Context: an optimization exercise on an open-source flow, tuned for small area, a short achievable clock period and few clock cycles. The choices shown serve that exercise and are no tape-out recipe. Function was checked by simulation only, so behaviour that the tests miss may differ from the original. Power figures rest on the tool's default switching activity, not on a simulated workload.

Setup of lane 1:
## wildcard_name_matcher
module wildcard_name_matcher (
    input  logic       i_clk,
    input  logic       i_rst_n,
    input  logic       i_valid,
    output logic       o_ready,
    input  logic       i_cmd,
    input  logic [7:0] i_ch,
    input  logic       i_last,
    output logic       o_valid,
    input  logic       i_ready,
    output logic       o_matched,
    output logic       o_pattern_overflow
);
Settings: LEC_CHECK=0, CAP_MARGIN=20, CORE_MARGIN=2, CORE_UTILIZATION=40, CTS_CLUSTER_DIAMETER=100, CTS_CLUSTER_SIZE=25, SETUP_SLACK_MARGIN=2.9, SLEW_MARGIN=20; clock period 5.0 ns.
run.sh (not shown) runs the stock make flow with config.mk's settings and CLKGATE_MAP_FILE= SYNTH_SCRIPT=/design/flow/synth_recipe.tcl, a recipe that flattens the netlist after the stock synthesis.
Testbench counts of lane 1, summed over its fixed seeds: cycles 32,708.
--- input diff lane 1..lane 2 ---
# lane 1
export LEC_CHECK = 0
export CAP_MARGIN = 20
export CORE_MARGIN = 2
export CORE_UTILIZATION = 40
export CTS_CLUSTER_DIAMETER = 100
export CTS_CLUSTER_SIZE = 25
export SETUP_SLACK_MARGIN = 2.9
export SLEW_MARGIN = 20
create_clock -name core_clock -period 5.0 [get_ports {i_clk}]
# lane 2
export LEC_CHECK = 0
export CAP_MARGIN = 20
export CORE_MARGIN = 2
export CORE_UTILIZATION = 65
export CTS_CLUSTER_DIAMETER = 100
export CTS_CLUSTER_SIZE = 25
export PLACE_DENSITY = 0.75
export SETUP_SLACK_MARGIN = 2.95
export SLEW_MARGIN = 20
create_clock -name core_clock -period 5.0 [get_ports {i_clk}]
### Flow results
Between lane 2 and lane 1, it is lane 2 whose final critical path time including I/O delays and setup is higher, by 0.014 ns. Compared to lane 1, lane 2 leaves less free space in the core. Compared with lane 1, area used by multi-input combinational logic in lane 2 decreased slightly.
Input changes introduced in lane 3 (baseline for comparison: lane 2):
# lane 2
export LEC_CHECK = 0
export CAP_MARGIN = 20
export CORE_MARGIN = 2
export CORE_UTILIZATION = 65
export CTS_CLUSTER_DIAMETER = 100
export CTS_CLUSTER_SIZE = 25
export PLACE_DENSITY = 0.75
export SETUP_SLACK_MARGIN = 2.95
export SLEW_MARGIN = 20
create_clock -name core_clock -period 5.0 [get_ports {i_clk}]
# lane 3
export LEC_CHECK = 0
export CAP_MARGIN = 20
export CORE_MARGIN = 2
export CORE_UTILIZATION = 40
export CTS_CLUSTER_DIAMETER = 100
export CTS_CLUSTER_SIZE = 25
export SETUP_SLACK_MARGIN = 3.0
export SLEW_MARGIN = 20
create_clock -name core_clock -period 5.0 [get_ports {i_clk}]
Findings:
Worst slew slack as a fraction of its limit (higher): lane 3. Compare lane 2 and lane 3 | clock skew higher: lane 3. Compared with lane 2, lane 3 shows a higher number of non-clock buffers in the layout. Comparing lane 3 against lane 2, there is no change at all in count of nets left with antenna violations after detail routing. In the flow results for lane 2 and lane 3, the via density per instance is larger on lane 2. Lane 3 ends up with a total non-filler cell area in the finished layout that is about 2% higher than in lane 2. Lane 3 — layout-stage area growth over the synthesis result 2.1 points higher, lane 2 as reference. Lane 2 consumes less power than lane 3. Looking at minimum clock period, lane 3 sits below lane 2. Comparing lane 3 against lane 2, there is no change at all in initial antenna violation count.
--- input diff lane 3..lane 4 ---
# lane 3
export LEC_CHECK = 0
export CAP_MARGIN = 20
export CORE_MARGIN = 2
export CORE_UTILIZATION = 40
export CTS_CLUSTER_DIAMETER = 100
export CTS_CLUSTER_SIZE = 25
export SETUP_SLACK_MARGIN = 3.0
export SLEW_MARGIN = 20
create_clock -name core_clock -period 5.0 [get_ports {i_clk}]
# lane 4
export LEC_CHECK = 0
export CAP_MARGIN = 20
export CORE_MARGIN = 2
export CORE_UTILIZATION = 40
export CTS_CLUSTER_DIAMETER = 150
export CTS_CLUSTER_SIZE = 30
export SETUP_SLACK_MARGIN = 2.95
export SLEW_MARGIN = 20
create_clock -name core_clock -period 5.0 [get_ports {i_clk}]
## What came out
- Re portion of the clock cycle consumed by the worst path in the final layout: lane 4 is 0.17 points down on lane 3.
- Looking at post-CTS setup repair buffer count across lane 4 and lane 3, the one that comes out lower is lane 4.
- Compared with lane 3, lane 4 is more frugal on power.

port drivers added, routing unchanged:
The flow's constraints put no driver on any port. The routed layouts listed below were extracted and timed again, unchanged, in two steps.
Step 1: set_driving_cell puts a clkbuf_16 on i_clk and a buf_2 on each other input, an assumption about the parent block.
Step 2, shift: input delay + t, output delay - t, t = (earliest + latest rising clock arrival at the registers) / 2. This alone moves slack from input paths to output paths.
a / b / c = ideal ports / drivers / drivers and shift; a / b = the first two.
run	t (ns)	setup slack, ns	latest minus earliest clock arrival (ns)	slew at the worst register clock pin (ns)
lane 1	0.565	2.914 / 2.881 / 2.433	0.023 / 0.023	0.11 / 0.11
lane 2	0.551	2.900 / 2.900 / 2.681	0.012 / 0.012	0.10 / 0.10
lane 3	0.564	2.932 / 2.878 / 2.579	0.023 / 0.024	0.11 / 0.11
lane 4	0.555	2.940 / 2.889 / 2.583	0.018 / 0.019	0.12 / 0.12
After both steps every run listed still meets setup and hold. The setup slack of lane 1, which loses most, moves by -0.033 ns with the drivers and by -0.481 ns with both steps.
